This design comes from an exercise in tuning for small area, a short achievable clock period and few clock cycles per item on the open sky130 flow, not from production work.
Where RTL was checked, it was by simulation tests only, not by an equivalence proof against the original.

== lane 1 ==
==> module multiplierTop, before the edit <==
module multiplierTop (
	input logic clk,
	input logic reset,
	input logic inValid,
	output logic inReady,
	input logic [35:0] inOperands,
	output logic outValid,
	input logic outReady,
	output logic [35:0] outProduct
);
	localparam int coreStages = 3;
	localparam int frontStages = coreStages + 1;
	localparam int backStages = mulPkg::capacity - frontStages - 1;
	localparam int width = mulPkg::productWidth;
	logic [frontStages:1] frontValid;
	logic [frontStages+1:1] frontReady;
	logic [width-1:0] coreProd;
	logic [width-1:0] frontProd;
	logic skidValid;
	logic [width-1:0] skidData;
	logic send;
	logic [width-1:0] backIn;
	logic [backStages:1] backValid;
	logic [backStages+1:1] backReady;
	logic [width-1:0] backData [backStages:1];
	assign frontReady[frontStages+1] = !skidValid;
	for (genvar k = 1; k <= frontStages; k++) begin : frontReadyChain
		assign frontReady[k] = !frontValid[k] || frontReady[k+1];
	end
	logic [frontStages:1] frontValidNext;
	logic skidValidNext;
	always_comb begin
		frontValidNext[1] = frontReady[1] ? inValid : frontValid[1];
		for (int k = 2; k <= frontStages; k++) begin
			frontValidNext[k] = frontReady[k] ? frontValid[k-1] : frontValid[k];
		end
		skidValidNext = skidValid ? !backReady[1] : (send && !backReady[1]);
	end
	always_ff @(posedge clk) begin
		if (reset) begin
			inReady <= 1'b1;
		end else begin
			inReady <= !(&frontValidNext) || !skidValidNext;
		end
	end
	always_ff @(posedge clk) begin
		if (reset) begin
			frontValid <= '0;
		end else begin
			if (frontReady[1]) begin
				frontValid[1] <= inValid;
			end
			for (int k = 2; k <= frontStages; k++) begin
				if (frontReady[k]) begin
					frontValid[k] <= frontValid[k-1];
				end
			end
		end
	end
	mulCore mulCore_inst (
		.clk(clk),
		.en(frontReady[coreStages:1]),
		.ops(inOperands),
		.prod(coreProd)
	);
	always_ff @(posedge clk) begin
		if (frontReady[frontStages]) begin
			frontProd <= coreProd;
		end
	end
	assign send = frontValid[frontStages] && !skidValid;
	assign backIn = skidValid ? skidData : frontProd;
	always_ff @(posedge clk) begin
		if (reset) begin
			skidValid <= 1'b0;
		end else if (skidValid) begin
			skidValid <= !backReady[1];
		end else begin
			skidValid <= send && !backReady[1];
		end
	end
	always_ff @(posedge clk) begin
		if (!skidValid) begin
			skidData <= frontProd;
		end
	end
	assign backReady[backStages+1] = outReady;
	for (genvar k = 1; k <= backStages; k++) begin : backReadyChain
		assign backReady[k] = !backValid[k] || backReady[k+1];
	end
	always_ff @(posedge clk) begin
		if (reset) begin
			backValid <= '0;
		end else begin
			if (backReady[1]) begin
				backValid[1] <= skidValid || send;
			end
			for (int k = 2; k <= backStages; k++) begin
				if (backReady[k]) begin
					backValid[k] <= backValid[k-1];
				end
			end
		end
	end
	always_ff @(posedge clk) begin
		if (backReady[1]) begin
			backData[1] <= backIn;
		end
		for (int k = 2; k <= backStages; k++) begin
			if (backReady[k]) begin
				backData[k] <= backData[k-1];
			end
		end
	end
	assign outValid = backValid[backStages];
	assign outProduct = backData[backStages];
endmodule
Settings: LEC_CHECK=0, CAP_MARGIN=20, CORE_MARGIN=2, CORE_UTILIZATION=40, CTS_CLUSTER_DIAMETER=70, CTS_CLUSTER_SIZE=30, SETUP_SLACK_MARGIN=2.8, SLEW_MARGIN=20, TNS_END_PERCENT=0; clock period 5.0 ns.
run.sh (not shown) runs the stock make flow with config.mk's settings and CLKGATE_MAP_FILE= SYNTH_SCRIPT=/design/flow/synth_recipe.tcl, a recipe that flattens the netlist after the stock synthesis.
Testbench counts of lane 1, summed over its fixed seeds: cycles 32,048, items 32,000.
Relative to lane 1, the following input files were edited for lane 2:
--- a/flow/design.v
+++ b/flow/design.v
@@ -1430,20 +1430,5 @@
 		assign frontReady[k] = !frontValid[k] || frontReady[k+1];
 	end
-	logic [frontStages:1] frontValidNext;
-	logic skidValidNext;
-	always_comb begin
-		frontValidNext[1] = frontReady[1] ? inValid : frontValid[1];
-		for (int k = 2; k <= frontStages; k++) begin
-			frontValidNext[k] = frontReady[k] ? frontValid[k-1] : frontValid[k];
-		end
-		skidValidNext = skidValid ? !backReady[1] : (send && !backReady[1]);
-	end
-	always_ff @(posedge clk) begin
-		if (reset) begin
-			inReady <= 1'b1;
-		end else begin
-			inReady <= !(&frontValidNext) || !skidValidNext;
-		end
-	end
+	assign inReady = frontReady[1];
 	always_ff @(posedge clk) begin
 		if (reset) begin
### Flow results
- Iteration-0 DRC count of the detailed router, lane 1 and lane 2, lower one = lane 2.
- [compare] base=lane 1 new=lane 2: post-route fraction of the period consumed by the critical path went up by 3.1 points, final worst setup slack went down by 0.16 ns.
- Lane 2 against lane 1: count of clock-buffer cells in the layout up 1; count of unresolved DRC violations after routing has remained practically unchanged; shortest clock period the worst path allows after layout grew by 0.16 ns.
- Final design instance area without fill grows slightly when moving from lane 1 to lane 2.
- Sequential cell count: lane 2 vs lane 1 — no meaningful difference
- After synthesis and placement, the instance count of lane 2 is below that of lane 1.
- Placement-stage cell area across lane 1 and lane 2: no real change.
The RTL of lane 2 was laid out without a check of its function.

## re-timing with driven ports
In the flow no input, the clock included, has a driving cell. The finished layouts below were timed again as built, in two steps.
Step 1 sets driving cells, clkbuf_16 on the clock port and buf_2 on the other inputs (assumed; they add their load-dependent delay and slew).
Step 2 also shifts input and output timing later by t, the mid clock arrival at the registers, as if the neighbouring blocks saw the same clock.
Slacks: ideal ports / drivers / drivers and shift; pairs: ideal ports / drivers.
| run | shift t [ns] | setup slack, ns | worst setup path at the end | slew at the worst register clock pin (ns) | worst slew at a driven data input, ns |
|---|---|---|---|---|---|
| lane 1 | 0.620 | 2.544 / 2.525 / 2.544 | register to register | 0.10 / 0.10 | 0.04 |
| lane 2 | 0.623 | 2.388 / 2.335 / 2.403 | register to register | 0.10 / 0.10 | 0.05 |
After both steps every run listed still meets setup and hold.
